Source: an optimization exercise on an open RTL-to-GDS flow (aim: small area, a short achievable clock period and few clock cycles per item). Production flows keep margins and buffers that such runs may drop. RTL that was checked went through simulation tests only; none was proved equivalent to the original. The RTL of runs 1 and 3 to 7 was laid out without a check of its function. Power figures rest on the tool's default switching activity, not on a simulated workload.

--- flow/run.sh ---
#!/bin/bash
# synth_recipe.tcl (not shown) runs the flow's synth.tcl, then flattens the netlist and writes it again
# the make line also repeats each setting of config.mk as NAME=value (left out here)
make -C /OpenROAD-flow-scripts/flow DESIGN_CONFIG=/design/flow/config.mk WORK_HOME=/design/flow/orfs CLKGATE_MAP_FILE= SYNTH_SCRIPT=/design/flow/synth_recipe.tcl finish
--- flow/config.mk ---
export PLATFORM = sky130hd
export DESIGN_NAME = low_score_flank_window_selector
export DESIGN_NICKNAME = low_score_flank_window_selector
export VERILOG_FILES = /design/flow/design.v
export SDC_FILE = /design/flow/constraint.sdc
export NUM_CORES = 4
export LEC_CHECK = 0
export CAP_MARGIN = 20
export CORE_MARGIN = 2
export CORE_UTILIZATION = 40
export SETUP_SLACK_MARGIN = 3
export SLEW_MARGIN = 20
--- flow/constraint.sdc ---
create_clock -name core_clock -period 5.5 [get_ports {clk}]
set_input_delay 1.1000 -clock core_clock [delete_from_list [all_inputs] [get_ports {clk}]]
set_output_delay 1.1000 -clock core_clock [all_outputs]
set_load 0.01 [all_outputs]
--- flow/design.v ---
package lsfws_pkg;
    localparam int WINDOW_SIZE = 5;
    localparam int MID_INDEX   = WINDOW_SIZE / 2;
    localparam int FILL_W      = $clog2(WINDOW_SIZE + 1);
    localparam int POS_W       = 32;
    localparam int SCORE_W     = 17;
    localparam int QUEUE_DEPTH = 2;
    localparam int QPTR_W      = (QUEUE_DEPTH > 1) ? $clog2(QUEUE_DEPTH) : 1;
    localparam int QCNT_W      = $clog2(QUEUE_DEPTH + 1);
    localparam int PADDR_W     = 3;
    localparam int PDATA_W     = 32;
    localparam logic [SCORE_W-1:0] THRESHOLD_RESET = 17'd64881;
    localparam logic FUNC_INSERT = 1'b0;
    localparam logic FUNC_FLUSH  = 1'b1;
    localparam logic [PADDR_W-3:0] REG_SCORE_THRESHOLD = '0;
    typedef logic [POS_W-1:0]   pos_t;
    typedef logic [SCORE_W-1:0] score_t;
    typedef struct packed {
        logic   func;
        pos_t   position;
        score_t score;
    } item_t;
    typedef struct packed {
        pos_t kept_position;
        logic last;
    } result_t;
    typedef struct packed {
        pos_t [WINDOW_SIZE-1:0] positions;
        logic [WINDOW_SIZE-1:0] mask;
    } job_t;
endpackage
module low_score_flank_window_selector
(
    input  logic               clk,
    input  logic               rst_n,
    input  logic               psel,
    input  logic               penable,
    input  logic               pwrite,
    input  logic [lsfws_pkg::PADDR_W-1:0] paddr,
    input  logic [lsfws_pkg::PDATA_W-1:0] pwdata,
    output logic [lsfws_pkg::PDATA_W-1:0] prdata,
    output logic               pready,
    input  logic               item_valid,
    output logic               item_stall,
    input  lsfws_pkg::item_t              item,
    output logic               result_valid,
    input  logic               result_stall,
    output lsfws_pkg::result_t            result
);
    localparam int SLOTS   = lsfws_pkg::WINDOW_SIZE;
    localparam int SCORE_W = lsfws_pkg::SCORE_W;
    localparam int POS_W   = lsfws_pkg::POS_W;
    localparam int PDATA_W = lsfws_pkg::PDATA_W;
    lsfws_pkg::score_t           threshold_reg;
    logic                        thr_fresh_reg;   
    logic [SLOTS-1:0][POS_W-1:0] pos_reg;
    logic [SLOTS-1:0]            pend_reg;
    logic [SLOTS-1:0]            last_reg;
    logic [SLOTS-1:0]            kept_reg;
    lsfws_pkg::score_t           s1_reg;          
    lsfws_pkg::score_t           s2_reg;          
    lsfws_pkg::score_t           m_reg;           
    logic                        b1_reg;          
    logic                        b2_reg;          
    logic                        bm_reg;          
    logic [2:0]                  fill_reg;
    logic                        stall_reg;
    logic                        out_valid_reg;
    lsfws_pkg::result_t          out_reg;
    function automatic logic lt(input logic [SCORE_W-1:0] a, input logic [SCORE_W-1:0] b);
        logic l;
        logic e;
        l = 1'b0;
        e = 1'b1;
        for (int i = SCORE_W - 1; i >= 0; i--)
        begin
            l = l | (e & ~a[i] & b[i]);
            e = e & ~(a[i] ^ b[i]);
        end
        lt = l;
    endfunction
    logic thr_write;
    assign pready    = 1'b1;
    assign thr_write = psel && penable && pwrite && !paddr[2];
    always_ff @(posedge clk or negedge rst_n)
    begin
        if (!rst_n)
        begin
            threshold_reg <= lsfws_pkg::THRESHOLD_RESET;
            thr_fresh_reg <= 1'b0;
        end
        else
        begin
            if (thr_write)
                threshold_reg <= pwdata[SCORE_W-1:0];
            thr_fresh_reg <= thr_write;
        end
    end
    logic [SCORE_W-1:0] prdata_reg;
    always_ff @(posedge clk)
        prdata_reg <= paddr[2] ? '0 : threshold_reg;
    assign prdata = PDATA_W'(prdata_reg);
    logic             accept;
    logic             insert;
    logic             flush;
    logic             full;
    logic             low;
    logic [SLOTS-1:0] win;         
    logic [SLOTS-1:0] kept_sh;     
    logic [SLOTS-1:0] newp;        
    assign item_stall = stall_reg || thr_fresh_reg;
    assign accept     = item_valid && !item_stall;
    assign insert     = accept && !item.func;
    assign flush      = accept && item.func;
    assign full       = (fill_reg == 3'd5);
    always_comb
    begin
        win = '0;
        if (item.func)
        begin
            kept_sh = kept_reg;
            for (int i = 0; i < SLOTS; i++)
                win[i] = (3'(i) < fill_reg);
            if (full)
                low = b1_reg | b2_reg;                   
            else
                low = (b1_reg && fill_reg >= 3'd1)
                    | (b2_reg && fill_reg >= 3'd2)
                    | (bm_reg && fill_reg >= 3'd3);      
        end
        else
        begin
            kept_sh = {kept_reg[SLOTS-2:0], 1'b0};
            for (int i = 0; i < SLOTS; i++)
                win[i] = (3'(i) <= fill_reg);
            if (full)
                low = b2_reg;                            
            else if (fill_reg == 3'd4)
                low = bm_reg | b2_reg;                   
            else
                low = 1'b0;
        end
        newp = low ? (win & ~kept_sh) : '0;
    end
    logic c_item;
    logic c_1;
    logic c_2;
    logic c_m;
    logic s2_below_m;
    assign c_item     = lt(item.score, threshold_reg);
    assign c_1        = lt(s1_reg, threshold_reg);
    assign c_2        = lt(s2_reg, threshold_reg);
    assign c_m        = lt(m_reg, threshold_reg);
    assign s2_below_m = lt(s2_reg, m_reg);
    logic [SLOTS-1:0] pick;        
    logic             load_out;
    logic [POS_W-1:0] pick_pos;
    logic             pick_last;
    always_comb
    begin
        pick = '0;
        for (int i = 0; i < SLOTS; i++)
            if (pend_reg[i])
            begin
                pick    = '0;
                pick[i] = 1'b1;
            end
        pick_pos  = '0;
        pick_last = 1'b0;
        for (int i = 0; i < SLOTS; i++)
        begin
            pick_pos  = pick_pos | (pick[i] ? pos_reg[i] : '0);
            pick_last = pick_last | (pick[i] & last_reg[i]);
        end
    end
    assign load_out = (|pend_reg) && (!out_valid_reg || !result_stall);
    logic [SLOTS-1:0] pend_left;
    logic [SLOTS-1:0] pend_next;
    logic             out_valid_next;
    assign pend_left = load_out ? (pend_reg & ~pick) : pend_reg;
    always_comb
    begin
        if (insert)
            pend_next = {pend_left[SLOTS-2:0], 1'b0} | newp;
        else if (flush)
            pend_next = pend_left | newp;
        else
            pend_next = pend_left;
        out_valid_next = load_out || (out_valid_reg && result_stall);
    end
    always_ff @(posedge clk or negedge rst_n)
    begin
        if (!rst_n)
        begin
            pend_reg      <= '0;
            fill_reg      <= '0;
            stall_reg     <= 1'b0;
            out_valid_reg <= 1'b0;
        end
        else
        begin
            pend_reg <= pend_next;
            if (insert && !full)
                fill_reg <= fill_reg + 3'd1;
            else if (flush)
                fill_reg <= '0;
            stall_reg     <= pend_next[SLOTS-1] && out_valid_next;
            out_valid_reg <= out_valid_next;
        end
    end
    always_ff @(posedge clk)
    begin
        if (insert)
        begin
            pos_reg  <= {pos_reg[SLOTS-2:0], item.position};
            last_reg <= {last_reg[SLOTS-2:0], low};
            kept_reg <= kept_sh | newp;
            s1_reg   <= item.score;
            s2_reg   <= s1_reg;
            if (fill_reg == 3'd2 || s2_below_m)
                m_reg <= s2_reg;
            b1_reg   <= c_item;
            b2_reg   <= c_1;
            bm_reg   <= c_2 | (c_m && fill_reg != 3'd2);
        end
        else
        begin
            if (flush)
            begin
                last_reg[0] <= last_reg[0] | newp[0];
                kept_reg    <= '0;
            end
            b1_reg <= c_1;
            b2_reg <= c_2;
            bm_reg <= c_m;
        end
        if (load_out)
            out_reg <= {pick_pos, pick_last};
    end
    assign result_valid = out_valid_reg;
    assign result       = out_reg;
endmodule
==> results of run 1 <==
cells by family after synthesis:
| family | synth area share [%] |
|---|---|
| AOI/OAI and AO/OA | 12.6 |
| xor gates and xnor gates | 1.71 |
| adders and majority gates | 3.18 |
| buffers and inverters | 3.86 |
| DFF | 71.2 |
| muxes | 0.0816 |
| other | 0.0612 |
| and+or+nand+nor | 7.26 |
repair_timing:
item	4_1_cts	5_1_grt
cloned	1	1
setup endpoints to repair	256	48
hold endpoints to repair	0	0
buffers inserted	7	4
resized for setup	38	33
pin swaps	6	10
worst max-delay path, stage by stage (launching register included):
cell	delay (ps)
edfxtp_1	440
nand2b_4	170
maj3_1	350
o211ai_1	140
a221oi_2	120
a2111oi_4	330
o2111ai_2	200
a21oi_4	260
clkbuf_16	210
Yosys cell counts, types with 9 or more instances:
cell type  number  area share (%)
edfxtp_1      254              62
nand2_1        88             2.7
o21ai_0        55             2.2
inv_1          42             1.3
a221o_1        36             2.9
a22oi_1        35             2.1
nor2_1         35             1.1
clkbuf_1       33             1.0
a21oi_1        29             1.2
maj3_1         21             1.7
dfxtp_1        20             3.3
nor2b_1        19            0.97
dfrtp_1        17             3.5
buf_4          16            0.98
o22ai_1        16            0.82
nand2b_1       14            0.71
xnor2_1        13            0.93
dfstp_2        11             2.4
xor2_1         11            0.78
ha_1            9            0.92
inv_2           9            0.28
nor3_1          9            0.37
power by group:
group / switching (mW) / internal [mW]
combinational: 0.663 / 0.546
clock: 0.894 / 1.25
sequential: 0.183 / 2.85
total: 1.74 / 4.65
per-layer routing:
metal / track usage, % / up-vias / routed length [um]
met5: 0 / - / 0
met4: 4.20 / 0 / 480
met3: 3.20 / 35 / 1410
met2: 25.4 / 208 / 12200
met1: 22.6 / 3755 / 12000
li1: - / 3612 / -
area by class of cell:
| type | instances | share of cell area (%) |
|---|---|---|
| Sequential cell | 302 | 56.9 |
| Timing Repair Buffer | 149 | 10.2 |
| Multi-Input combinational cell | 488 | 21.5 |
| Timing Repair inverter | 1 | 0.0488 |
| Clock inverter | 18 | 1.06 |
| Clock buffer | 42 | 5.80 |
| Tap cell | 396 | 3.22 |
| Inverter | 52 | 1.33 |
cells in the final DEF, fill, tap and decap left out, types with 5 or more instances in the layout:
cell type	instances
a211oi_1	5
a21oi_1	28
a221o_1	36
a22oi_1	35
buf_4	16
clkbuf_1	7
clkbuf_16	35
clkdlybuf4s50_1	92
clkinv_2	8
conb_1	16
dfrtp_1	15
dfstp_2	11
dfxtp_1	20
dlygate4sd2_1	16
dlymetal6s2s_1	16
edfxtp_1	254
ha_1	9
inv_1	40
inv_2	8
maj3_1	20
maj3_2	7
nand2_1	86
nand2b_1	10
nand3_1	8
nor2_1	32
nor2b_1	14
nor3_1	8
o21ai_0	55
o22ai_1	16
xnor2_1	13
xor2_1	11
metrics by stage:
| stage | std cells | power (mW) | hold WS, ps |
|---|---|---|---|
| 2_1_floorplan | 898 | 3.73 | 426 |
| 3_3_place_gp | 1374 | 4.27 | 429 |
| 3_5_place_dp | 1375 | 4.30 | 434 |
| 4_1_cts | 1443 | 6.46 | 438 |
| 5_1_grt | 1448 | 6.70 | 449 |
| 6_report | 1448 | 6.39 | 441 |
worst paths after layout:
check	end	cells after the start	slack, ps	from
max	m_reg[13]$_DFFE_PP_	8	3000	s2_reg[2]$_DFFE_PP_
min in group asynchronous	threshold_reg[3]$_DFFE_PN0P_	2	980	rst_n
min reg2reg	pos_reg[60]$_DFFE_PP_	0	440	pos_reg[28]$_DFFE_PP_
max reg2reg	m_reg[13]$_DFFE_PP_	8	3000	s2_reg[2]$_DFFE_PP_
min	pos_reg[60]$_DFFE_PP_	0	440	pos_reg[28]$_DFFE_PP_
max in group asynchronous	threshold_reg[5]$_DFFE_PN1P_	2	4200	rst_n
==> impl_metrics.env, run 1 <==
export IMPL_antenna_diode_count=0
export IMPL_first_pass_iters=5
export IMPL_setup_viol=0
export IMPL_cts_root_buffer_cell="clkbuf_16"
export IMPL_synth_distinct_cells=61
export IMPL_dpl_cell_area_mm2=0.0140
export IMPL_grt_usage_pct=16.0
export IMPL_tightest_slew_ps=688
export IMPL_overflow=0
export IMPL_rsz0062_at_grt="yes"
export IMPL_fillCellCount=2657
export IMPL_fin_nets=1129
export IMPL_timing_setup_tns_ps=0
export IMPL_place_worst_setup_slack_ps=1710
export IMPL_ant_nets=0
export IMPL_hold_viol_final=0
export IMPL_clk_pin_slew_ps=60
export IMPL_dieArea_mm2=0.0321
export IMPL_worst_hold_path_type="flip-flop to flip-flop"
export IMPL_cp_end_kind="flip-flop"
export IMPL_cp_max_fo=7
export IMPL_critPathLaunchType="flip-flop"
export IMPL_grt_pass1_vias=7421
export IMPL_port_buffers=126
export IMPL_wl_per_cell_um=18.0
export IMPL_num_vias=7610
export IMPL_max_freq_ghz=0.401
export IMPL_slew_headroom_pct=54.1
export IMPL_fin_crit_ps=2500
export IMPL_post_route_util_pct=50.5
export IMPL_drt_iter0_drc=568
export IMPL_cts_tree="yes"
export IMPL_ir_drop_mv=0.217
export IMPL_yosysSeqAreaShare_pct=71.2
export IMPL_dpl_hpwl_um=16000
export IMPL_clockBufferDepth=3
export IMPL_power_leakage_nw=5.55
export IMPL_rows=64
export IMPL_synth_edf_count=254
export IMPL_synth_seq_cells=302
export IMPL_largest_reg_flops=160
export IMPL_arrival_ps=2730
export IMPL_async_flop_share_pct=9.27
export IMPL_clock_skew_ps=20.8
export IMPL_grt_pass1_wl_um=40100
export IMPL_cp_required_ps=5730
export IMPL_clk_latency_ps=510
export IMPL_slew_violations=0
export IMPL_synth_main_ff_cell="edfxtp_1"
export IMPL_clock_sink_count=302
export IMPL_die_h_um=179
export IMPL_gp_congestion=0.802
export IMPL_antenna_found_initial=0
export IMPL_start_util_pct=40.3
export IMPL_coreArea_mm2=0.0304
export IMPL_grt_max_degree=71
export IMPL_seqCellArea_mm2=0.00874
export IMPL_final_area_mm2=0.0154
export IMPL_drc=0
export IMPL_status="timing/DRC/antenna clean"
export IMPL_postSynthAreaPerCell_um2=13.9
export IMPL_io_pins=160
export IMPL_pwr_density_cell_mw_per_mm2=416
export IMPL_via_per_inst=5.26
export IMPL_maxCapViolCount=0
export IMPL_syn_inst=884
export IMPL_die_w_um=179
export IMPL_cts_max_level=2
export IMPL_cts_hold_buffers=0
export IMPL_synthToLayoutAreaGrowth_pct=25.2
export IMPL_criticalPathCategory="flip-flop to flip-flop"
export IMPL_yosys_warnings=1
export IMPL_setup_ws_ps=3000
export IMPL_netlist_area_mm2=0.0123
export IMPL_fin_crit_sh_pct=45.4
export IMPL_multi_input_area_mm2=0.00330
export IMPL_cts_buffers=34
export IMPL_drt_wl_total_um=26100
export IMPL_drive_above_1_share_pct=12.9
==> inputs of run 2 (changes only) <==
--- a/flow/design.v
+++ b/flow/design.v
@@ -98,6 +98,3 @@
     end
-    logic [SCORE_W-1:0] prdata_reg;
-    always_ff @(posedge clk)
-        prdata_reg <= paddr[2] ? '0 : threshold_reg;
-    assign prdata = PDATA_W'(prdata_reg);
+    assign prdata = paddr[2] ? '0 : PDATA_W'(threshold_reg);
     logic             accept;
@@ -110,3 +107,3 @@
     logic [SLOTS-1:0] newp;        
-    assign item_stall = stall_reg || thr_fresh_reg;
+    assign item_stall = (stall_reg && result_stall) || thr_fresh_reg;
     assign accept     = item_valid && !item_stall;
==> impl_metrics.env, run 2 <==
export IMPL_die_h_um=178
export IMPL_setup_viol=0
export IMPL_ff2ff_path_depth=7
export IMPL_cts_hold_buffers=0
export IMPL_criticalPathCategory="primary input to primary output"
export IMPL_drt_wl_total_um=25300
export IMPL_crit_top_cell="buf_12"
export IMPL_power_mw=6.45
export IMPL_worstPathCellList="buf_12, buf_12, nor2b_4, buf_6"
export IMPL_r2r_end="m_reg[4]$_DFFE_PP_"
export IMPL_maxCapViolCount=0
export IMPL_postSynthAreaPerCell_um2=14.0
export IMPL_yosysMostFrequentCell="edfxtp_1"
export IMPL_rows=63
export IMPL_cp_max_fo=5
export IMPL_clk_pin_slew_ps=60
export IMPL_synthTopCellsByCount="254 x edfxtp_1, 78 x nand2_1, 56 x o21ai_0"
export IMPL_critical_path_max_stage_delay_ps=140
export IMPL_power_leakage_nw=5.39
export IMPL_start_util_pct=40.6
export IMPL_r2r_start="s2_reg[0]$_DFFE_PP_"
export IMPL_num_vias=7474
export IMPL_dieArea_mm2=0.0316
export IMPL_cts_buffers=31
export IMPL_wl_per_cell_um=17.7
export IMPL_layout_commonest_cell="edfxtp_1"
export IMPL_hold_start="pos_reg[95]$_DFFE_PP_"
export IMPL_cts_root_buffer_cell="clkbuf_16"
export IMPL_synth_edf_count=254
export IMPL_antenna_diode_count=0
export IMPL_dpl_hpwl_um=15300
export IMPL_async_flop_share_pct=9.82
export IMPL_grt_pass1_wl_um=39400
export IMPL_antenna_found_initial=0
export IMPL_regToRegSetupSlack_ps=3140
export IMPL_overflow=0
export IMPL_tightest_slew_ps=808
export IMPL_arrival_ps=1580
export IMPL_pwr_density_cell_mw_per_mm2=423
export IMPL_ys_top_cells_by_area="edfxtp_1 63%, dfrtp_1 3.5%, a221o_1 2.8%, nand2_1 2.4%, dfstp_2 2.4%"
export IMPL_die_w_um=178
export IMPL_cts_max_level=1
export IMPL_drive_above_1_share_pct=16.7
export IMPL_crit_buf_inv=3
export IMPL_synth_distinct_cells=70
export IMPL_hold_viol_final=0
export IMPL_yosysTopAreaCellShare_pct=63.1
export IMPL_cpMaxStageDelayCell="buf_12"
export IMPL_synth_main_ff_cell="edfxtp_1"
export IMPL_grt_max_degree=70
export IMPL_clockBufferDepth=3
export IMPL_worst_hold_path_type="flip-flop to flip-flop"
export IMPL_final_cell_mix="254 x edfxtp_1, 77 x nand2_1, 71 x clkdlybuf4s50_1, 55 x o21ai_0, 37 x a22oi_1"
export IMPL_slew_violations=0
export IMPL_hold_path_end="pos_reg[127]$_DFFE_PP_"
export IMPL_netlist_area_mm2=0.0121
export IMPL_grt_pass1_vias=7483
export IMPL_coreArea_mm2=0.0297
export IMPL_critPathLaunchType="primary input"
export IMPL_drt_iter0_drc=618
export IMPL_port_buffers=126
export IMPL_clock_sink_count=285
export IMPL_ant_nets=0
export IMPL_drc=0
export IMPL_fin_nets=1118
export IMPL_cp_end_kind="primary output"
export IMPL_clk_latency_ps=570
export IMPL_largest_reg_flops=160
export IMPL_cp_required_ps=4400
export IMPL_gp_congestion=0.790
export IMPL_slew_headroom_pct=44.8
export IMPL_cts_tree="yes"
export IMPL_ir_drop_mv=0.268
export IMPL_yosys_warnings=1
export IMPL_yosysSeqAreaShare_pct=69.6
export IMPL_synth_top_cell_by_area="edfxtp_1"
export IMPL_max_freq_ghz=0.373
export IMPL_status="timing/DRC/antenna clean"
export IMPL_fin_crit_ps=2680
export IMPL_cp_top_family="buffers and inverters"
export IMPL_first_pass_iters=5
export IMPL_holdPathStages=0
export IMPL_synthToLayoutAreaGrowth_pct=26.4
export IMPL_fillCellCount=2564
export IMPL_clock_skew_ps=9.74
export IMPL_via_per_inst=5.22
export IMPL_io_pins=160
export IMPL_syn_inst=865
export IMPL_rsz0062_at_grt="yes"
export IMPL_timing_setup_tns_ps=0
export IMPL_grt_usage_pct=15.9
export IMPL_fin_crit_sh_pct=48.8
export IMPL_synth_seq_cells=285
run 2: changes by cell type after synthesis, sizes merged, moves of 4 or more:
cell    before  now
o221ai       3    9
clkbuf      33   23
nand2       88   78
nor2b       19   28
a21oi       29   19
maj3        27   21
a211o        0    6
inv         51   43
buf         23   34
dfxtp       20    3
nand3        8    4
o22ai       16   10
run 2: final cells by class:
| cell class | instances | area [um2] | share of cell area [%] |
|---|---|---|---|
| Multi-Input combinational cell | 491 | 3460 | 22.7 |
| Inverter | 46 | 201 | 1.32 |
| Clock buffer | 33 | 783 | 5.13 |
| Clock inverter | 25 | 235 | 1.54 |
| Sequential cell | 285 | 8410 | 55.1 |
| Tap cell | 390 | 488 | 3.20 |
| Timing Repair inverter | 2 | 17.5 | 0.115 |
| Timing Repair Buffer | 160 | 1670 | 10.9 |
run 2: cells by family after synthesis:
kind of cell             synth area share [%]
AO/OA/AOI/OAI                            13.6
flip-flops                               69.6
other                                  0.0622
adder cells (fa/ha/maj)                  2.70
multiplexers                           0.0829
XOR/XNOR                                 1.89
buffers and inverters                    4.02
AND/OR/NAND/NOR                          8.05
run 2: layer usage:
| layer | vias up | global-route usage, % | part of all wire (%) |
|---|---|---|---|
| li1 | 3589 | - | - |
| met1 | 3668 | 21.6 | 45 |
| met2 | 178 | 26.2 | 48 |
| met3 | 39 | 3.04 | 4.9 |
| met4 | 0 | 3.93 | 2.1 |
| met5 | - | 0 | 0 |
run 2: worst register-to-register path: cells and delay by family, from the launching register on:
family,cells,cell delay (ps)
buf+inv,1,170
flops,1,410
compound gates,2,540
simple gates,2,320
fa+ha+maj,2,630
run 2: timing repair:
action | CTS | global route
buffers inserted | 8 | 11
gates cloned | 6 | 1
pin swaps | 6 | 5
resized for setup | 159 | 18
setup endpoints to repair | 316 | 40
run 2: worst max-delay path by stage:
| stage | startpoint | endpoint | slack [ps] | depth (start not counted) |
|---|---|---|---|---|
| 2_1_floorplan | result_stall | m_reg[0]$_DFFE_PP_ | 2390 | 9 |
| 3_3_place_gp | item[49] | stall_reg$_DFF_PN0_ | 1430 | 8 |
| 3_5_place_dp | result_stall | stall_reg$_DFF_PN0_ | 1380 | 11 |
| 4_1_cts | paddr[2] | prdata[1] | 2810 | 4 |
| 5_1_grt | threshold_reg[6]$_DFFE_PN1P_ | prdata[6] | 2790 | 3 |
| 6_report | paddr[2] | prdata[15] | 2820 | 4 |
run 2: metrics by stage:
| step | cells | utilization [%] | worst slack (ps) | hold slack [ps] | cell area [um2] |
|---|---|---|---|---|---|
| after floorplan | 879 | - | 2390 | 417 | 12300 |
| after global placement | 1348 | 46.4 | 1430 | 425 | 13800 |
| after detailed placement | 1348 | 46.4 | 1380 | 435 | 13800 |
| after CTS | 1420 | 50.7 | 2810 | 440 | 15100 |
| after global routing | 1432 | 51.4 | 2790 | 439 | 15300 |
| final | 1432 | 51.4 | 2820 | 447 | 15300 |
run 2: where the power goes:
part	internal [mW]	leakage [nW]	total (mW)	switching (mW)
clock network	1.18	0.485	2.04	0.859
logic	0.665	2.15	1.49	0.829
registers	2.75	2.75	2.92	0.170
total	4.59	5.39	6.45	1.86
Testbench counts of run 2, summed over its fixed seeds: cycles 14,085, items 12,000.
==> inputs of run 3 (changes only) <==
--- a/flow/design.v
+++ b/flow/design.v
@@ -66,5 +66,2 @@
     logic [2:0]                  fill_reg;
-    logic                        stall_reg;
-    logic                        out_valid_reg;
-    lsfws_pkg::result_t          out_reg;
     function automatic logic lt(input logic [SCORE_W-1:0] a, input logic [SCORE_W-1:0] b);
@@ -107,3 +104,3 @@
     logic [SLOTS-1:0] newp;        
-    assign item_stall = (stall_reg && result_stall) || thr_fresh_reg;
+    assign item_stall = (pend_reg[SLOTS-1] && result_stall) || thr_fresh_reg;
     assign accept     = item_valid && !item_stall;
@@ -152,3 +149,3 @@
     logic [SLOTS-1:0] pick;        
-    logic             load_out;
+    logic             deliver;
     logic [POS_W-1:0] pick_pos;
@@ -172,7 +169,8 @@
     end
-    assign load_out = (|pend_reg) && (!out_valid_reg || !result_stall);
+    assign result_valid = |pend_reg;
+    assign result       = {pick_pos, pick_last};
+    assign deliver      = result_valid && !result_stall;
     logic [SLOTS-1:0] pend_left;
     logic [SLOTS-1:0] pend_next;
-    logic             out_valid_next;
-    assign pend_left = load_out ? (pend_reg & ~pick) : pend_reg;
+    assign pend_left = deliver ? (pend_reg & ~pick) : pend_reg;
     always_comb
@@ -185,3 +183,2 @@
             pend_next = pend_left;
-        out_valid_next = load_out || (out_valid_reg && result_stall);
     end
@@ -191,6 +188,4 @@
         begin
-            pend_reg      <= '0;
-            fill_reg      <= '0;
-            stall_reg     <= 1'b0;
-            out_valid_reg <= 1'b0;
+            pend_reg <= '0;
+            fill_reg <= '0;
         end
@@ -203,4 +198,2 @@
                 fill_reg <= '0;
-            stall_reg     <= pend_next[SLOTS-1] && out_valid_next;
-            out_valid_reg <= out_valid_next;
         end
@@ -233,7 +226,3 @@
         end
-        if (load_out)
-            out_reg <= {pick_pos, pick_last};
-    end
-    assign result_valid = out_valid_reg;
-    assign result       = out_reg;
+    end
 endmodule
==> impl_metrics.env, run 3 <==
export IMPL_status="timing/DRC/antenna clean"
export IMPL_coreArea_mm2=0.0267
export IMPL_synth_main_ff_cell="edfxtp_1"
export IMPL_slew_headroom_pct=63.3
export IMPL_via_per_inst=5.25
export IMPL_rows=60
export IMPL_crit_path_start="pend_reg[4]$_DFF_PN0_"
export IMPL_io_pins=160
export IMPL_die_w_um=169
export IMPL_hold_start="s2_reg[16]$_DFFE_PP_"
export IMPL_cp_max_fo=5
export IMPL_seqCellArea_mm2=0.00737
export IMPL_setup_viol=0
export IMPL_fin_hold_ws_ps=446
export IMPL_cts_tree="yes"
export IMPL_fin_crit_ps=3220
export IMPL_final_cell_mix="221 x edfxtp_1, 87 x nand2_1, 68 x clkdlybuf4s50_1, 49 x inv_1, 34 x a221o_1"
export IMPL_wl_met3_um=1310
export IMPL_largest_reg_flops=160
export IMPL_synth_top_family_by_area="compound AO/OA/AOI/OAI gates"
export IMPL_worst_hold_path_type="flip-flop to flip-flop"
export IMPL_cts_max_level=1
export IMPL_muxShareOfSynthArea_pct=0.185
export IMPL_yosysMostFrequentCell="edfxtp_1"
export IMPL_tightest_slew_ps=551
export IMPL_fin_nets=1091
export IMPL_drive_above_1_share_pct=23.9
export IMPL_yosysTopAreaCellShare_pct=61.3
export IMPL_stdcell_count=1351
export IMPL_yosys_area_share_simple_pct=7.69
export IMPL_synth_top_cell_by_area="edfxtp_1"
export IMPL_dp_cells=1253
export IMPL_fin_crit_sh_pct=58.6
export IMPL_slew_violations=0
export IMPL_dpl_hpwl_um=13900
export IMPL_arrival_ps=2120
export IMPL_die_h_um=169
export IMPL_clk_pin_slew_ps=60
export IMPL_ir_drop_mv=0.227
export IMPL_grt_pass1_vias=6941
export IMPL_criticalPathCategory="flip-flop to primary output"
export IMPL_start_util_pct=40.5
export IMPL_synthToLayoutAreaGrowth_pct=32.4
export IMPL_synthXorXnorAreaFrac_pct=1.94
export IMPL_power_mw=5.26
export IMPL_critPathLaunchType="flip-flop"
export IMPL_wl_met2_um=11500
export IMPL_overflow=0
export IMPL_fillCellCount=2242
export IMPL_ant_nets=0
export IMPL_timing_setup_tns_ps=0
export IMPL_r2r_start="pend_reg[4]$_DFF_PN0_"
export IMPL_hold_viol_final=0
export IMPL_ys_top_cells_by_area="edfxtp_1 61%, dfrtp_1 3.5%, a221o_1 3.1%, nand2_1 3.1%, o21ai_0 2.8%"
export IMPL_synth_seq_cells=250
export IMPL_cts_root_buffer_cell="clkbuf_16"
export IMPL_postSynthAreaPerCell_um2=13.2
export IMPL_grt_usage_pct=16.4
export IMPL_synth_edf_count=221
export IMPL_grt_max_degree=104
export IMPL_maxCapViolCount=0
export IMPL_regToRegSetupSlack_ps=2580
export IMPL_cp_required_ps=4400
export IMPL_drt_met1_wl_um=11100
export IMPL_grt_pass1_wl_um=37200
export IMPL_num_vias=7087
export IMPL_cts_buffers=27
export IMPL_clock_skew_ps=8.28
export IMPL_ff2ff_path_depth=11
export IMPL_wl_per_cell_um=18.0
export IMPL_dieArea_mm2=0.0284
export IMPL_final_area_mm2=0.0143
export IMPL_async_flop_share_pct=10.4
export IMPL_cp_end_kind="primary output"
export IMPL_clockBufferDepth=3
export IMPL_layout_commonest_cell="edfxtp_1"
export IMPL_synthAdderAreaFrac_pct=3.75
export IMPL_drt_wl_total_um=24300
export IMPL_antenna_found_initial=0
export IMPL_dpl_cell_area_mm2=0.0125
export IMPL_port_buffers=126
export IMPL_gp_congestion=0.757
export IMPL_first_pass_iters=5
export IMPL_max_freq_ghz=0.310
export IMPL_clk_latency_ps=530
export IMPL_synthTopCellsByCount="221 x edfxtp_1, 89 x nand2_1, 61 x o21ai_0"
export IMPL_syn_inst=819
export IMPL_yosysSeqAreaShare_pct=68.0
export IMPL_drt_iter0_drc=553
export IMPL_hold_path_end="m_reg[16]$_DFFE_PP_"
export IMPL_r2r_end="m_reg[10]$_DFFE_PP_"
export IMPL_power_leakage_nw=5.17
export IMPL_netlist_area_mm2=0.0108
export IMPL_synth_compound_area_share_pct=14.1
export IMPL_yosys_warnings=1
export IMPL_rsz0062_at_grt="yes"
export IMPL_multi_input_area_mm2=0.00345
export IMPL_pwr_density_cell_mw_per_mm2=367
export IMPL_clock_sink_count=250
export IMPL_synth_distinct_cells=65
export IMPL_drc=0
export IMPL_dr_max_layer_used="met4"
export IMPL_holdPathStages=0
run 3: routing by layer:
layer  track usage (%)  vias to the layer above
met2              27.1                      191
met4              3.49                        0
li1                  -                     3422
met3              3.58                       38
met1              22.4                     3436
met5                 0                        -
run 3: timing repair:
item                       4_1_cts  5_1_grt
resized for setup              334       56
hold buffers                     0        0
setup endpoints to repair      296      180
cloned                           8        3
pin swaps                       40       17
setup buffers                   33        5
run 3: logic make-up after synthesis:
logic type / Yosys count
AO/OA/AOI/OAI: 214
XOR/XNOR: 24
adder cells (fa/ha/maj): 38
buffers and inverters: 107
flip-flops: 250
multiplexers: 2
other: 2
AND/OR/NAND/NOR: 182
run 3: critical path: stages (launching register included):
cell and delay [ps]:
dfrtp_4 500, nor4_4 300, and2_4 220, buf_8 140, clkbuf_16 150, a221o_1 130, buf_2 120
run 3: cell type report:
cell class	count	area share, %
Timing Repair Buffer	180	13.6
Sequential cell	250	51.4
Timing Repair inverter	2	0.288
Antenna cell	1	0.0175
Clock inverter	13	1.01
Multi-Input combinational cell	476	24.1
Tap cell	341	2.98
Clock buffer	35	4.99
Inverter	53	1.65
run 3: how the worst max path moves through the flow:
| stage | to | slack, ps | depth (start not counted) |
|---|---|---|---|
| CTS | result[4] | 2280 | 7 |
| floorplan | m_reg[0]$_DFFE_PP_ | 2780 | 7 |
| detailed placement | result[0] | 1610 | 5 |
| global route | result[24] | 2200 | 7 |
| finish | result[16] | 2280 | 6 |
| global placement | result[4] | 1620 | 5 |
run 3: stage by stage:
| stage | worst slack (ps) | util [%] |
|---|---|---|
| 2_1_floorplan | 2780 | - |
| 3_3_place_gp | 1620 | 46.9 |
| 3_5_place_dp | 1610 | 46.9 |
| 4_1_cts | 2280 | 52.6 |
| 5_1_grt | 2200 | 53.6 |
| 6_report | 2280 | 53.6 |
run 3: power by group:
part / switching, mW / internal (mW) / total (mW)
Clock: 0.721 / 1.06 / 1.78
Combinational: 0.573 / 0.578 / 1.15
Sequential: 0.116 / 2.22 / 2.33
Total: 1.41 / 3.85 / 5.26
==> inputs of run 4 (changes only) <==
--- a/flow/design.v
+++ b/flow/design.v
@@ -54,5 +54,5 @@
     lsfws_pkg::score_t           threshold_reg;
-    logic                        thr_fresh_reg;   
     logic [SLOTS-1:0][POS_W-1:0] pos_reg;
     logic [SLOTS-1:0]            pend_reg;
+    logic [SLOTS-1:0]            sel_reg;         
     logic [SLOTS-1:0]            last_reg;
@@ -62,5 +62,2 @@
     lsfws_pkg::score_t           m_reg;           
-    logic                        b1_reg;          
-    logic                        b2_reg;          
-    logic                        bm_reg;          
     logic [2:0]                  fill_reg;
@@ -78,5 +75,3 @@
     endfunction
-    logic thr_write;
-    assign pready    = 1'b1;
-    assign thr_write = psel && penable && pwrite && !paddr[2];
+    assign pready = 1'b1;
     always_ff @(posedge clk or negedge rst_n)
@@ -84,12 +79,5 @@
         if (!rst_n)
-        begin
             threshold_reg <= lsfws_pkg::THRESHOLD_RESET;
-            thr_fresh_reg <= 1'b0;
-        end
-        else
-        begin
-            if (thr_write)
-                threshold_reg <= pwdata[SCORE_W-1:0];
-            thr_fresh_reg <= thr_write;
-        end
+        else if (psel && penable && pwrite && !paddr[2])
+            threshold_reg <= pwdata[SCORE_W-1:0];
     end
@@ -100,2 +88,5 @@
     logic             full;
+    logic             b1;
+    logic             b2;
+    logic             bm;
     logic             low;
@@ -104,3 +95,3 @@
     logic [SLOTS-1:0] newp;        
-    assign item_stall = (pend_reg[SLOTS-1] && result_stall) || thr_fresh_reg;
+    assign item_stall = pend_reg[SLOTS-1] && result_stall;
     assign accept     = item_valid && !item_stall;
@@ -109,2 +100,5 @@
     assign full       = (fill_reg == 3'd5);
+    assign b1 = lt(s1_reg, threshold_reg);
+    assign b2 = lt(s2_reg, threshold_reg);
+    assign bm = lt(m_reg, threshold_reg);
     always_comb
@@ -118,7 +112,7 @@
             if (full)
-                low = b1_reg | b2_reg;                   
+                low = b1 | b2;                           
             else
-                low = (b1_reg && fill_reg >= 3'd1)
-                    | (b2_reg && fill_reg >= 3'd2)
-                    | (bm_reg && fill_reg >= 3'd3);      
+                low = (b1 && fill_reg >= 3'd1)
+                    | (b2 && fill_reg >= 3'd2)
+                    | (bm && fill_reg >= 3'd3);          
         end
@@ -130,5 +124,5 @@
             if (full)
-                low = b2_reg;                            
+                low = b2;                                
             else if (fill_reg == 3'd4)
-                low = bm_reg | b2_reg;                   
+                low = bm | b2;                           
             else
@@ -138,39 +132,15 @@
     end
-    logic c_item;
-    logic c_1;
-    logic c_2;
-    logic c_m;
-    logic s2_below_m;
-    assign c_item     = lt(item.score, threshold_reg);
-    assign c_1        = lt(s1_reg, threshold_reg);
-    assign c_2        = lt(s2_reg, threshold_reg);
-    assign c_m        = lt(m_reg, threshold_reg);
-    assign s2_below_m = lt(s2_reg, m_reg);
-    logic [SLOTS-1:0] pick;        
     logic             deliver;
-    logic [POS_W-1:0] pick_pos;
-    logic             pick_last;
+    logic [SLOTS-1:0] pend_left;
+    logic [SLOTS-1:0] pend_next;
+    logic [SLOTS-1:0] sel_next;
+    assign result_valid = |pend_reg;
+    assign deliver      = result_valid && !result_stall;
+    assign pend_left    = deliver ? (pend_reg & ~sel_reg) : pend_reg;
     always_comb
     begin
-        pick = '0;
+        result = '0;
         for (int i = 0; i < SLOTS; i++)
-            if (pend_reg[i])
-            begin
-                pick    = '0;
-                pick[i] = 1'b1;
-            end
-        pick_pos  = '0;
-        pick_last = 1'b0;
-        for (int i = 0; i < SLOTS; i++)
-        begin
-            pick_pos  = pick_pos | (pick[i] ? pos_reg[i] : '0);
-            pick_last = pick_last | (pick[i] & last_reg[i]);
-        end
+            result = result | (sel_reg[i] ? {pos_reg[i], last_reg[i]} : '0);
     end
-    assign result_valid = |pend_reg;
-    assign result       = {pick_pos, pick_last};
-    assign deliver      = result_valid && !result_stall;
-    logic [SLOTS-1:0] pend_left;
-    logic [SLOTS-1:0] pend_next;
-    assign pend_left = deliver ? (pend_reg & ~pick) : pend_reg;
     always_comb
@@ -183,2 +153,9 @@
             pend_next = pend_left;
+        sel_next = '0;
+        for (int i = 0; i < SLOTS; i++)
+            if (pend_next[i])
+            begin
+                sel_next    = '0;
+                sel_next[i] = 1'b1;
+            end
     end
@@ -189,2 +166,3 @@
             pend_reg <= '0;
+            sel_reg  <= '0;
             fill_reg <= '0;
@@ -194,2 +172,3 @@
             pend_reg <= pend_next;
+            sel_reg  <= sel_next;
             if (insert && !full)
@@ -209,18 +188,9 @@
             s2_reg   <= s1_reg;
-            if (fill_reg == 3'd2 || s2_below_m)
+            if (fill_reg == 3'd2 || lt(s2_reg, m_reg))
                 m_reg <= s2_reg;
-            b1_reg   <= c_item;
-            b2_reg   <= c_1;
-            bm_reg   <= c_2 | (c_m && fill_reg != 3'd2);
         end
-        else
+        else if (flush)
         begin
-            if (flush)
-            begin
-                last_reg[0] <= last_reg[0] | newp[0];
-                kept_reg    <= '0;
-            end
-            b1_reg <= c_1;
-            b2_reg <= c_2;
-            bm_reg <= c_m;
+            last_reg[0] <= last_reg[0] | newp[0];
+            kept_reg    <= '0;
         end
==> impl_metrics.env, run 4 <==
export IMPL_final_cell_mix="221 x edfxtp_1, 71 x clkdlybuf4s50_1, 52 x nand2_1, 38 x a22oi_1, 37 x buf_6"
export IMPL_drt_iter0_drc=583
export IMPL_crit_buf_inv=0
export IMPL_synth_edf_count=221
export IMPL_overflow=0
export IMPL_timing_setup_tns_ps=0
export IMPL_cts_buffers=28
export IMPL_cts_max_level=1
export IMPL_worst_hold_path_type="flip-flop to flip-flop"
export IMPL_ir_drop_mv=0.276
export IMPL_largest_reg_flops=160
export IMPL_cts_root_buffer_cell="clkbuf_16"
export IMPL_critical_path_max_stage_delay_ps=370
export IMPL_crit_top_cell="maj3_2"
export IMPL_synth_distinct_cells=61
export IMPL_cpMaxStageDelayCell="edfxtp_1"
export IMPL_arrival_ps=3470
export IMPL_antenna_diode_count=0
export IMPL_max_freq_ghz=0.315
export IMPL_clk_pin_slew_ps=60
export IMPL_ys_top_cells_by_area="edfxtp_1 63%, dfrtp_1 4.3%, a222oi_1 3.3%, dfstp_2 2.8%, a22oi_1 2.7%"
export IMPL_die_h_um=166
export IMPL_slew_violations=0
export IMPL_gp_congestion=0.790
export IMPL_cp_top_family="adder cells"
export IMPL_antenna_found_initial=0
export IMPL_cp_max_fo=8
export IMPL_cp_end_kind="flip-flop"
export IMPL_drive_above_1_share_pct=29.6
export IMPL_yosysMostFrequentCell="edfxtp_1"
export IMPL_start_util_pct=40.4
export IMPL_fin_crit_ps=3170
export IMPL_grt_max_degree=91
export IMPL_rows=59
export IMPL_cts_tree="yes"
export IMPL_maxCapViolCount=0
export IMPL_io_pins=160
export IMPL_cp_required_ps=5790
export IMPL_hold_start="pos_reg[122]$_DFFE_PP_"
export IMPL_grt_pass1_wl_um=38400
export IMPL_coreArea_mm2=0.0259
export IMPL_hold_viol_final=0
export IMPL_grt_usage_pct=17.3
export IMPL_num_vias=6833
export IMPL_stdcell_count=1282
export IMPL_status="timing/DRC/antenna clean"
export IMPL_setup_viol=0
export IMPL_r2r_end="m_reg[12]$_DFFE_PP_"
export IMPL_synthToLayoutAreaGrowth_pct=34.4
export IMPL_die_w_um=166
export IMPL_rsz0062_at_grt="yes"
export IMPL_holdPathStages=0
export IMPL_worstPathCellList="nor2b_4, maj3_2, maj3_2, maj3_2, maj3_2, maj3_2, maj3_2, a21oi_4, o21ai_2, a21o_4"
export IMPL_hold_path_end="pos_reg[154]$_DFFE_PP_"
export IMPL_port_buffers=126
export IMPL_fin_hold_ws_ps=440
export IMPL_cts_hold_buffers=0
export IMPL_power_leakage_nw=5.19
export IMPL_pwr_density_cell_mw_per_mm2=412
export IMPL_drt_wl_total_um=24900
export IMPL_clk_latency_ps=550
export IMPL_grt_pass1_vias=6889
export IMPL_multi_input_area_mm2=0.00319
export IMPL_critPathLaunchType="flip-flop"
export IMPL_criticalPathCategory="flip-flop to flip-flop"
export IMPL_fin_crit_sh_pct=57.7
export IMPL_clock_skew_ps=14.8
export IMPL_dpl_hpwl_um=13600
export IMPL_yosysSeqAreaShare_pct=70.5
export IMPL_layout_commonest_cell="edfxtp_1"
export IMPL_first_pass_iters=7
export IMPL_syn_inst=733
export IMPL_wl_per_cell_um=19.4
export IMPL_crit_path_start="m_reg[0]$_DFFE_PP_"
export IMPL_fin_nets=1027
export IMPL_clock_sink_count=250
export IMPL_seqCellArea_mm2=0.00739
export IMPL_async_flop_share_pct=11.6
export IMPL_synth_seq_cells=250
export IMPL_synth_top_cell_by_area="edfxtp_1"
export IMPL_ant_nets=0
export IMPL_tightest_slew_ps=642
export IMPL_ff2ff_path_depth=10
export IMPL_dp_cells=1168
export IMPL_fillCellCount=2132
export IMPL_synthTopCellsByCount="221 x edfxtp_1, 55 x nand2_1, 44 x inv_1"
export IMPL_yosysTopAreaCellShare_pct=63.4
export IMPL_dieArea_mm2=0.0275
export IMPL_drc=0
export IMPL_via_per_inst=5.33
export IMPL_clockBufferDepth=3
export IMPL_regToRegSetupSlack_ps=2330
export IMPL_slew_headroom_pct=57.2
export IMPL_postSynthAreaPerCell_um2=14.3
export IMPL_r2r_start="m_reg[0]$_DFFE_PP_"
export IMPL_yosys_warnings=1
export IMPL_netlist_area_mm2=0.0105
export IMPL_synth_main_ff_cell="edfxtp_1"
==> run 4: logic make-up after synthesis <==
logic type	count (synthesis)	synth area share, %
adder cells (fa/ha/maj)	27	2.84
other	2	0.0717
buffers and inverters	94	3.97
multiplexers	18	1.92
AO/OA/AOI/OAI	163	11.7
XOR/XNOR	19	1.59
flip-flops	250	70.5
AND/OR/NAND/NOR	160	7.42
==> run 4: per-stage QoR <==
step / power (mW) / util (%) / worst slack (ps) / cell area (um2)
after floorplan: 3.16 / - / 2040 / 10800
after global placement: 3.77 / 47.1 / 1370 / 12200
after detailed placement: 3.79 / 47.1 / 1330 / 12200
after CTS: 5.74 / 53.0 / 2320 / 13700
after global routing: 6.07 / 54.3 / 2230 / 14100
final: 5.79 / 54.3 / 2330 / 14100
==> run 4: final cells by class <==
type / count / share of cell area [%]
Multi-Input combinational cell: 405 / 22.7
Clock buffer: 39 / 5.27
Clock inverter: 11 / 0.792
Sequential cell: 250 / 52.5
Inverter: 46 / 1.49
Timing Repair inverter: 2 / 0.125
Timing Repair Buffer: 194 / 14.1
Tap cell: 335 / 2.98
==> run 4: worst max-delay path by stage <==
stage / to / slack [ps] / cells past startpoint
after floorplan: m_reg[0]$_DFFE_PP_ / 2040 / 10
after global placement: m_reg[16]$_DFFE_PP_ / 1370 / 10
after detailed placement: m_reg[16]$_DFFE_PP_ / 1330 / 10
after CTS: m_reg[12]$_DFFE_PP_ / 2320 / 10
after global routing: m_reg[7]$_DFFE_PP_ / 2230 / 10
final: m_reg[12]$_DFFE_PP_ / 2330 / 10
==> run 4: report_power, final <==
group	internal [mW]	switching, mW	total, mW	leakage, nW
combinational	0.794	0.828	1.62	2.37
sequential	2.26	0.160	2.42	2.40
clock	1.03	0.725	1.75	0.415
total	4.08	1.71	5.79	5.19
==> run 4: per-layer routing <==
metal / share of wire [%] / track usage, %
met5: 0 / 0
met4: 2.4 / 4.23
met3: 5.8 / 2.57
met2: 49 / 29.2
met1: 43 / 23.8
==> run 4: repair_timing <==
item | in CTS | in global routing
endpoints found under the setup margin | 190 | 83
gates cloned | 10 | 1
buffers inserted | 37 | 16
gates resized for setup | 311 | 57
pin swaps | 70 | 66
==> run 4: worst reg2reg max path: stages (launching register included) <==
cell and delay [ps]:
edfxtp_1 370, nor2b_4 130, maj3_2 300, maj3_2 300, maj3_2 310, maj3_2 310
maj3_2 310, maj3_2 330, a21oi_4 170, o21ai_2 120, a21o_4 280
==> inputs of run 5 (changes only) <==
--- a/flow/config.mk
+++ b/flow/config.mk
@@ -7,2 +7,3 @@
 export LEC_CHECK = 0
+export ABC_AREA = 1
 export CAP_MARGIN = 20
==> impl_metrics.env, run 5 <==
export IMPL_yosysTopAreaCellShare_pct=61.3
export IMPL_clock_sink_count=250
export IMPL_cts_buffers=28
export IMPL_grt_max_degree=104
export IMPL_tightest_slew_ps=525
export IMPL_worst_hold_path_type="flip-flop to flip-flop"
export IMPL_grt_usage_pct=17.1
export IMPL_hold_start="pos_reg[45]$_DFFE_PP_"
export IMPL_crit_buf_inv=3
export IMPL_cp_top_family="flip-flops"
export IMPL_clockBufferDepth=3
export IMPL_max_freq_ghz=0.334
export IMPL_r2r_end="sel_reg[0]$_DFF_PN0_"
export IMPL_hold_path_end="pos_reg[77]$_DFFE_PP_"
export IMPL_ant_nets=0
export IMPL_slew_violations=0
export IMPL_fin_nets=1278
export IMPL_drt_wl_total_um=25100
export IMPL_grt_pass1_wl_um=38600
export IMPL_cts_hold_buffers=0
export IMPL_fillCellCount=2277
export IMPL_power_mw=5.89
export IMPL_synthTopCellsByCount="320 x nand2_1, 221 x edfxtp_1, 103 x inv_1"
export IMPL_postSynthAreaPerCell_um2=10.9
export IMPL_setup_viol=0
export IMPL_status="timing/DRC/antenna clean"
export IMPL_clk_latency_ps=530
export IMPL_slew_headroom_pct=65.0
export IMPL_synth_top_cell_by_area="edfxtp_1"
export IMPL_hold_viol_final=0
export IMPL_r2r_start="pend_reg[4]$_DFF_PN0_"
export IMPL_dr_max_layer_used="met4"
export IMPL_via_per_inst=4.90
export IMPL_num_vias=7558
export IMPL_cpMaxStageDelayCell="dfrtp_4"
export IMPL_clock_skew_ps=12.5
export IMPL_syn_inst=994
export IMPL_fin_crit_ps=2990
export IMPL_final_cell_mix="274 x nand2_1, 221 x edfxtp_1, 96 x inv_1, 72 x clkdlybuf4s50_1, 71 x nor2_1"
export IMPL_stdcell_count=1542
export IMPL_dpl_hpwl_um=14700
export IMPL_synth_distinct_cells=41
export IMPL_fin_crit_sh_pct=54.4
export IMPL_drt_iter0_drc=451
export IMPL_yosys_warnings=1
export IMPL_port_buffers=126
export IMPL_first_pass_iters=5
export IMPL_clk_pin_slew_ps=60
export IMPL_async_flop_share_pct=11.6
export IMPL_synthToLayoutAreaGrowth_pct=34.9
export IMPL_drt_met1_wl_um=11000
export IMPL_synth_seq_cells=250
export IMPL_io_pins=160
export IMPL_cts_tree="yes"
export IMPL_yosysSeqAreaShare_pct=68.2
export IMPL_drive_above_1_share_pct=26.7
export IMPL_arrival_ps=1890
export IMPL_layout_commonest_cell="nand2_1"
export IMPL_dieArea_mm2=0.0284
export IMPL_power_leakage_nw=6.12
export IMPL_post_route_util_pct=54.6
export IMPL_maxCapViolCount=0
export IMPL_criticalPathCategory="flip-flop to primary output"
export IMPL_antenna_found_initial=0
export IMPL_rsz0062_at_grt="yes"
export IMPL_die_w_um=168
export IMPL_yosysMostFrequentCell="nand2_1"
export IMPL_drc=0
export IMPL_wl_met3_um=1210
export IMPL_coreArea_mm2=0.0267
export IMPL_dp_cells=1442
export IMPL_ir_drop_mv=0.236
export IMPL_ff2ff_path_depth=21
export IMPL_wl_met2_um=12600
export IMPL_cp_end_kind="primary output"
export IMPL_cts_max_level=1
export IMPL_regToRegSetupSlack_ps=2870
export IMPL_grt_pass1_vias=7066
export IMPL_holdPathStages=0
export IMPL_rows=60
export IMPL_critPathLaunchType="flip-flop"
export IMPL_ys_top_cells_by_area="edfxtp_1 61%, nand2_1 11%, dfrtp_1 4.2%, inv_1 3.6%, nor2_1 3.1%"
export IMPL_cp_max_fo=8
export IMPL_wl_per_cell_um=16.3
export IMPL_overflow=0
export IMPL_die_h_um=168
export IMPL_critical_path_max_stage_delay_ps=580
export IMPL_worstPathCellList="buf_12, buf_6, nand2_2, nand2_2, a221oi_2, nand2_1, buf_6"
export IMPL_netlist_area_mm2=0.0108
export IMPL_largest_reg_flops=160
export IMPL_cp_required_ps=4400
export IMPL_pwr_density_cell_mw_per_mm2=404
export IMPL_start_util_pct=40.5
export IMPL_synth_main_ff_cell="edfxtp_1"
export IMPL_gp_congestion=0.826
export IMPL_cts_root_buffer_cell="clkbuf_16"
export IMPL_synth_edf_count=221
run 5: cell types whose count changed after synthesis, moves of 13 or more:
cell      before  now
a22oi_1       38    0
maj3_1        13    0
a222oi_1      35    0
a221oi_1       3   35
mux2_2        17    0
nor2_1        38   88
nor2b_1       18    0
nand2_1       55  320
inv_1         44  103
run 5: cell families after synthesis:
family,Yosys count,synth area share [%]
xor+xnor,2,0.162
other cells,2,0.0694
fa+ha+maj,8,0.925
simple gates,460,17.4
mux,3,0.277
compound gates,116,7.03
buf+inv,153,5.97
flops,250,68.2
run 5: layout make-up:
cell class                      count  area, um2  area share, %
Timing Repair Buffer              182       1970           13.5
Inverter                          110        424           2.90
Multi-Input combinational cell    606       3510           24.0
Sequential cell                   250       7390           50.6
Antenna cell                        1       2.50         0.0171
Clock inverter                     11       56.3          0.386
Tap cell                          341        427           2.92
Clock buffer                       41        822           5.63
run 5: power by group:
group	switching, mW	internal (mW)	total, mW
Clock	0.734	1.03	1.77
Combinational	0.943	0.769	1.71
Sequential	0.145	2.27	2.42
run 5: metrics by stage:
step,cell area [um2],TNS [ps],hold WS [ps],setup WS (ps)
final,14600,0,440,2510
after detailed placement,12500,0,432,1660
after global routing,14600,0,454,2400
after CTS,14100,0,437,2440
after floorplan,11000,-3480,421,-205
after global placement,12500,0,427,1690
run 5: worst max path at each step:
stage | slack, ps | start | end | cells after the start
after global routing | 2400 | sel_reg[0]$_DFF_PN0_ | result[19] | 7
after global placement | 1690 | result_stall | sel_reg[0]$_DFF_PN0_ | 12
after detailed placement | 1660 | result_stall | sel_reg[0]$_DFF_PN0_ | 12
after CTS | 2440 | sel_reg[0]$_DFF_PN0_ | result[20] | 6
final | 2510 | sel_reg[0]$_DFF_PN0_ | result[19] | 7
after floorplan | -200 | result_stall | m_reg[0]$_DFFE_PP_ | 7
run 5: routing by layer:
layer	track usage, %	up-vias
met3	2.71	28
met1	23.2	3652
li1	-	3708
met4	3.75	0
met5	0	-
met2	29.1	170
run 5: what timing repair did:
action | 4_1_cts | 5_1_grt
setup buffers | 29 | 7
endpoints found under the hold margin | 0 | 0
gates cloned | 6 | 5
pin swaps | 23 | 52
gates resized for setup | 247 | 168
setup endpoints to repair | 278 | 93
==> inputs of run 6 (changes only) <==
--- a/flow/design.v
+++ b/flow/design.v
@@ -166,3 +166,2 @@
             pend_reg <= '0;
-            sel_reg  <= '0;
             fill_reg <= '0;
@@ -172,3 +171,2 @@
             pend_reg <= pend_next;
-            sel_reg  <= sel_next;
             if (insert && !full)
@@ -181,2 +179,3 @@
     begin
+        sel_reg <= sel_next;
         if (insert)
--- a/flow/config.mk
+++ b/flow/config.mk
@@ -7,3 +7,2 @@
 export LEC_CHECK = 0
-export ABC_AREA = 1
 export CAP_MARGIN = 20
==> impl_metrics.env, run 6 <==
export IMPL_synthTopCellsByCount="221 x edfxtp_1, 49 x nand2_1, 45 x inv_1"
export IMPL_pwr_density_cell_mw_per_mm2=441
export IMPL_place_worst_setup_slack_ps=1470
export IMPL_final_area_mm2=0.0140
export IMPL_clock_skew_ps=14.3
export IMPL_ir_drop_mv=0.291
export IMPL_critPathLaunchType="flip-flop"
export IMPL_grt_pass1_wl_um=37800
export IMPL_power_mw=6.16
export IMPL_multi_input_area_mm2=0.00303
export IMPL_dpl_hpwl_um=14600
export IMPL_clk_latency_ps=540
export IMPL_fillCellCount=2128
export IMPL_cts_root_buffer_cell="clkbuf_16"
export IMPL_cp_end_kind="flip-flop"
export IMPL_synth_seq_cells=251
export IMPL_worst_hold_path_type="flip-flop to flip-flop"
export IMPL_final_cell_mix="221 x edfxtp_1, 70 x clkdlybuf4s50_1, 48 x nand2_1, 45 x buf_4, 36 x buf_2"
export IMPL_wl_per_cell_um=19.0
export IMPL_gr_usage_met3_pct=2.91
export IMPL_cts_buffers=27
export IMPL_layout_commonest_cell="edfxtp_1"
export IMPL_antenna_found_initial=0
export IMPL_grt_pass1_vias=6658
export IMPL_async_flop_share_pct=9.96
export IMPL_synthToLayoutAreaGrowth_pct=33.0
export IMPL_cp_max_fo=8
export IMPL_fin_nets=1024
export IMPL_synth_edf_count=221
export IMPL_grt_usage_pct=17.1
export IMPL_rows=59
export IMPL_combPwrFrac_pct=29.8
export IMPL_p_int_mw=4.29
export IMPL_setup_viol=0
export IMPL_clockBufferDepth=3
export IMPL_coreArea_mm2=0.0259
export IMPL_drc=0
export IMPL_overflow=0
export IMPL_timing_setup_tns_ps=0
export IMPL_max_freq_ghz=0.338
export IMPL_synth_top_cell_by_area="edfxtp_1"
export IMPL_die_h_um=166
export IMPL_top_usage_layer="met2"
export IMPL_drt_wl_total_um=24300
export IMPL_post_route_util_pct=53.8
export IMPL_arrival_ps=3260
export IMPL_hold_start="pos_reg[91]$_DFFE_PP_"
export IMPL_yosysSeqAreaShare_pct=70.3
export IMPL_netlist_area_mm2=0.0105
export IMPL_ys_top_cells_by_area="edfxtp_1 63%, a222oi_1 3.3%, dfrtp_1 3.3%, dfstp_2 2.8%, a22oi_1 2.5%"
export IMPL_r2r_start="m_reg[0]$_DFFE_PP_"
export IMPL_via_per_inst=5.31
export IMPL_status="timing/DRC/antenna clean"
export IMPL_dpl_cell_area_mm2=0.0122
export IMPL_p_sw_share_pct=30.4
export IMPL_drt_iter0_drc=567
export IMPL_dieArea_mm2=0.0275
export IMPL_fin_crit_sh_pct=53.8
export IMPL_slew_violations=0
export IMPL_power_leakage_nw=5.11
export IMPL_clk_pin_slew_ps=60
export IMPL_p_sw_mw=1.87
export IMPL_io_pins=160
export IMPL_synth_distinct_cells=69
export IMPL_seqCellArea_mm2=0.00739
export IMPL_use_met2_pct=28.5
export IMPL_yosys_warnings=1
export IMPL_dp_cells=1163
export IMPL_first_pass_iters=5
export IMPL_largest_reg_flops=160
export IMPL_setup_ws_ps=2540
export IMPL_drive_above_1_share_pct=29.4
export IMPL_clkPwrFrac_pct=28.9
export IMPL_ant_nets=0
export IMPL_synth_main_ff_cell="edfxtp_1"
export IMPL_slew_headroom_pct=52.4
export IMPL_hold_viol_final=0
export IMPL_rsz0062_at_grt="yes"
export IMPL_tightest_slew_ps=696
export IMPL_met1_usage_pct=23.6
export IMPL_maxCapViolCount=0
export IMPL_cp_required_ps=5800
export IMPL_cts_hold_buffers=0
export IMPL_stdcell_count=1280
export IMPL_port_buffers=126
export IMPL_postSynthAreaPerCell_um2=14.5
export IMPL_regToRegSetupSlack_ps=2540
export IMPL_yosysTopAreaCellShare_pct=63.3
export IMPL_crit_path_start="m_reg[0]$_DFFE_PP_"
export IMPL_syn_inst=723
export IMPL_num_vias=6798
export IMPL_p_seq_share_pct=41.3
export IMPL_cts_max_level=1
export IMPL_criticalPathCategory="flip-flop to flip-flop"
export IMPL_die_w_um=166
export IMPL_clock_sink_count=251
export IMPL_fin_hold_ws_ps=440
export IMPL_cts_tree="yes"
export IMPL_antenna_diode_count=0
export IMPL_start_util_pct=40.5
export IMPL_fin_crit_ps=2960
export IMPL_yosysMostFrequentCell="edfxtp_1"
export IMPL_grt_max_degree=104
export IMPL_gp_congestion=0.813
[run 6: worst max-delay path: stages (launching register included)]
cell	delay [ps]
edfxtp_1	380
nor2b_4	130
maj3_2	300
maj3_2	310
maj3_2	300
maj3_2	290
maj3_2	290
a221o_1	320
a21oi_2	150
nor3b_2	80
buf_6	160
[run 6: what timing repair did]
action	in CTS	in global routing
setup endpoints to repair	299	192
pin swaps	73	22
resized for setup	308	46
buffers inserted	42	17
cloned	7	1
[run 6: path summary, 6_finish.rpt]
path                                           endpoint  cells after the start
max                                 m_reg[13]$_DFFE_PP_                     10
min                              pos_reg[123]$_DFFE_PP_                      0
max reg2reg                         m_reg[13]$_DFFE_PP_                     10
min reg2reg                      pos_reg[123]$_DFFE_PP_                      0
max in group asynchronous  threshold_reg[2]$_DFFE_PN0P_                      1
min in group asynchronous  threshold_reg[3]$_DFFE_PN0P_                      1
[run 6: layout make-up]
class / instances / area share (%)
clock inverters: 5 / 0.493
well taps: 335 / 3.00
inverters: 47 / 1.55
flip-flops and latches: 251 / 53.0
repair buffers: 203 / 14.4
clock buffers: 45 / 5.83
multi-input cells: 394 / 21.7
[run 6: layer usage]
layer  vias to the layer above  wire length, um
li1                       3192                -
met1                      3376            11000
met2                       201            11600
met3                        29             1290
met4                         0              397
met5                         -                0
[run 6: power groups by stage]
stage               logic [mW]  registers (mW)  clock network [mW]
floorplan                0.982            2.46                   0
global placement          1.57            2.57                   0
detailed placement        1.57            2.58                   0
CTS                       1.73            2.54                1.82
global route              2.00            2.57                1.88
finish                    1.84            2.54                1.78
[run 6: cell families after synthesis]
group / count (synthesis) / share of synthesized area, %
AO/OA/AOI/OAI: 169 / 12.4
XOR/XNOR: 19 / 1.59
adder cells (fa/ha/maj): 28 / 2.96
buffers and inverters: 93 / 4.04
flip-flops: 251 / 70.3
multiplexers: 19 / 2.03
other: 2 / 0.0716
AND/OR/NAND/NOR: 142 / 6.59
==> inputs of run 7 (changes only) <==
--- a/flow/config.mk
+++ b/flow/config.mk
@@ -7,2 +7,3 @@
 export LEC_CHECK = 0
+export ABC_CLOCK_PERIOD_IN_PS = 2500
 export CAP_MARGIN = 20
==> impl_metrics.env, run 7 <==
export IMPL_status="timing/DRC/antenna clean"
export IMPL_drive_above_1_share_pct=29.4
export IMPL_endpoint="m_reg[13]$_DFFE_PP_"
export IMPL_max_freq_ghz=0.338
export IMPL_grt_pass1_wl_um=37800
export IMPL_synth_edf_count=221
export IMPL_crit_path_start="m_reg[0]$_DFFE_PP_"
export IMPL_cp_max_fo=8
export IMPL_rows=59
export IMPL_die_h_um=166
export IMPL_clockBufferDepth=3
export IMPL_synthAdderAreaFrac_pct=2.96
export IMPL_cts_tree="yes"
export IMPL_coreArea_mm2=0.0259
export IMPL_synthToLayoutAreaGrowth_pct=33.0
export IMPL_synth_top_family_by_area="compound AO/OA/AOI/OAI gates"
export IMPL_worst_hold_path_type="flip-flop to flip-flop"
export IMPL_dp_cells=1163
export IMPL_slew_violations=0
export IMPL_stdcell_count=1280
export IMPL_ir_drop_mv=0.291
export IMPL_postSynthAreaPerCell_um2=14.5
export IMPL_synth_top_cell_by_area="edfxtp_1"
export IMPL_via_per_inst=5.31
export IMPL_fin_hold_ws_ps=440
export IMPL_fin_crit_sh_pct=53.8
export IMPL_cp_required_ps=5800
export IMPL_ys_top_cells_by_area="edfxtp_1 63%, a222oi_1 3.3%, dfrtp_1 3.3%, dfstp_2 2.8%, a22oi_1 2.5%"
export IMPL_arrival_ps=3260
export IMPL_synth_main_ff_cell="edfxtp_1"
export IMPL_tightest_slew_ps=696
export IMPL_muxShareOfSynthArea_pct=2.03
export IMPL_synth_distinct_cells=69
export IMPL_power_leakage_nw=5.11
export IMPL_first_pass_iters=5
export IMPL_gp_congestion=0.813
export IMPL_clock_skew_ps=14.3
export IMPL_critical_path_max_stage_delay_ps=380
export IMPL_synth_seq_cells=251
export IMPL_setup_viol=0
export IMPL_maxCapViolCount=0
export IMPL_worstPathCellList="nor2b_4, maj3_2, maj3_2, maj3_2, maj3_2, maj3_2, a221o_1, a21oi_2, nor3b_2, buf_6"
export IMPL_clk_pin_slew_ps=60
export IMPL_dpl_cell_area_mm2=0.0122
export IMPL_die_w_um=166
export IMPL_grt_usage_pct=17.1
export IMPL_pwr_density_cell_mw_per_mm2=441
export IMPL_power_mw=6.16
export IMPL_yosysSeqAreaShare_pct=70.3
export IMPL_synthTopCellsByCount="221 x edfxtp_1, 49 x nand2_1, 45 x inv_1"
export IMPL_criticalPathCategory="flip-flop to flip-flop"
export IMPL_hold_viol_final=0
export IMPL_dieArea_mm2=0.0275
export IMPL_cts_buffers=27
export IMPL_rsz0062_at_grt="yes"
export IMPL_synth_compound_area_share_pct=12.4
export IMPL_overflow=0
export IMPL_regToRegSetupSlack_ps=2540
export IMPL_dpl_hpwl_um=14600
export IMPL_grt_max_degree=104
export IMPL_ff2ff_path_depth=10
export IMPL_fin_crit_ps=2960
export IMPL_cts_root_buffer_cell="clkbuf_16"
export IMPL_fillCellCount=2128
export IMPL_final_cell_mix="221 x edfxtp_1, 70 x clkdlybuf4s50_1, 48 x nand2_1, 45 x buf_4, 36 x buf_2"
export IMPL_port_buffers=126
export IMPL_crit_top_cell="maj3_2"
export IMPL_drc=0
export IMPL_slew_headroom_pct=52.4
export IMPL_drt_iter0_drc=567
export IMPL_r2r_end="m_reg[13]$_DFFE_PP_"
export IMPL_clk_latency_ps=540
export IMPL_layout_commonest_cell="edfxtp_1"
export IMPL_yosys_area_share_simple_pct=6.59
export IMPL_yosysMostFrequentCell="edfxtp_1"
export IMPL_num_vias=6798
export IMPL_wl_per_cell_um=19.0
export IMPL_timing_setup_tns_ps=0
export IMPL_antenna_found_initial=0
export IMPL_critPathLaunchType="flip-flop"
export IMPL_yosysTopAreaCellShare_pct=63.3
export IMPL_cts_max_level=1
export IMPL_cp_end_kind="flip-flop"
export IMPL_r2r_start="m_reg[0]$_DFFE_PP_"
export IMPL_largest_reg_flops=160
export IMPL_yosys_warnings=1
export IMPL_io_pins=160
export IMPL_start_util_pct=40.5
export IMPL_drt_wl_total_um=24300
export IMPL_synthXorXnorAreaFrac_pct=1.59
export IMPL_final_area_mm2=0.0140
export IMPL_clock_sink_count=251
export IMPL_ant_nets=0
export IMPL_grt_pass1_vias=6658
export IMPL_netlist_area_mm2=0.0105
export IMPL_fin_nets=1024
export IMPL_cpMaxStageDelayCell="edfxtp_1"
export IMPL_async_flop_share_pct=9.96
export IMPL_antenna_diode_count=0
export IMPL_syn_inst=723
-- run 7: what timing repair did --
item	in CTS	in global routing
hold buffers	0	0
pin swaps	73	22
endpoints found under the setup margin	299	192
resized for setup	308	46
cloned	7	1
buffers inserted	42	17
-- run 7: kinds of logic (layout without fill, tap and decap cells) --
logic type               count (synthesis)  in the layout
AND/OR/NAND/NOR                        142            142
flip-flops                             251            251
buffers and inverters                   93            300
multiplexers                            19             19
other                                    2             16
adder cells (fa/ha/maj)                 28             28
XOR/XNOR                                19             19
AO/OA/AOI/OAI                          169            170
-- run 7: power breakdown --
group / internal [mW] / switching (mW) / total [mW]
sequential: 2.34 / 0.204 / 2.54
combinational: 0.892 / 0.945 / 1.84
clock: 1.06 / 0.722 / 1.78
-- run 7: worst min path at each step --
| stage | from | end | cells after the start |
|---|---|---|---|
| 3_5_place_dp | s1_reg[0]$_DFFE_PP_ | s2_reg[0]$_DFFE_PP_ | 0 |
| 4_1_cts | pos_reg[119]$_DFFE_PP_ | pos_reg[151]$_DFFE_PP_ | 0 |
| 5_1_grt | pos_reg[119]$_DFFE_PP_ | pos_reg[151]$_DFFE_PP_ | 0 |
| 6_report | pos_reg[91]$_DFFE_PP_ | pos_reg[123]$_DFFE_PP_ | 0 |
| 3_3_place_gp | pos_reg[89]$_DFFE_PP_ | pos_reg[121]$_DFFE_PP_ | 0 |
| 2_1_floorplan | s1_reg[0]$_DFFE_PP_ | s2_reg[0]$_DFFE_PP_ | 0 |
-- run 7: metal layers --
metal,routed length (um),GRT usage [%],vias to the layer above
met5,0,0,-
met4,397,4.08,0
met3,1290,2.91,29
met2,11600,28.5,201
met1,11000,23.6,3376
li1,-,-,3192
-- run 7: through the flow --
step / setup slack (ps) / utilization (%)
6_report: 2540 / 53.8
5_1_grt: 2440 / 53.8
4_1_cts: 2530 / 52.6
3_5_place_dp: 1470 / 47.0
3_3_place_gp: 1480 / 47.0
2_1_floorplan: 2560 / -
-- run 7: cell type report --
| type | instances | area (um2) | area share, % |
|---|---|---|---|
| sequential | 251 | 7390 | 53.0 |
| clock inverter | 5 | 68.8 | 0.493 |
| clock buffer | 45 | 813 | 5.83 |
| multi-input combinational | 394 | 3030 | 21.7 |
| inverter | 47 | 216 | 1.55 |
| tap | 335 | 419 | 3.00 |
| timing repair buffer | 203 | 2010 | 14.4 |
-- run 7: critical path, delay by kind of cell, from the launching register on --
kind | cells | cell delay, ps
buf+inv | 1 | 160
simple gates | 2 | 210
fa+ha+maj | 5 | 1490
flops | 1 | 380
compound gates | 2 | 470

Setup slack of run 7, layout unchanged: 2.538 ns with ideal ports, 2.532 ns with driving cells assumed (clock clkbuf_16, inputs buf_2), 2.276 ns with port delays also shifted by the 0.583 ns mid clock arrival.
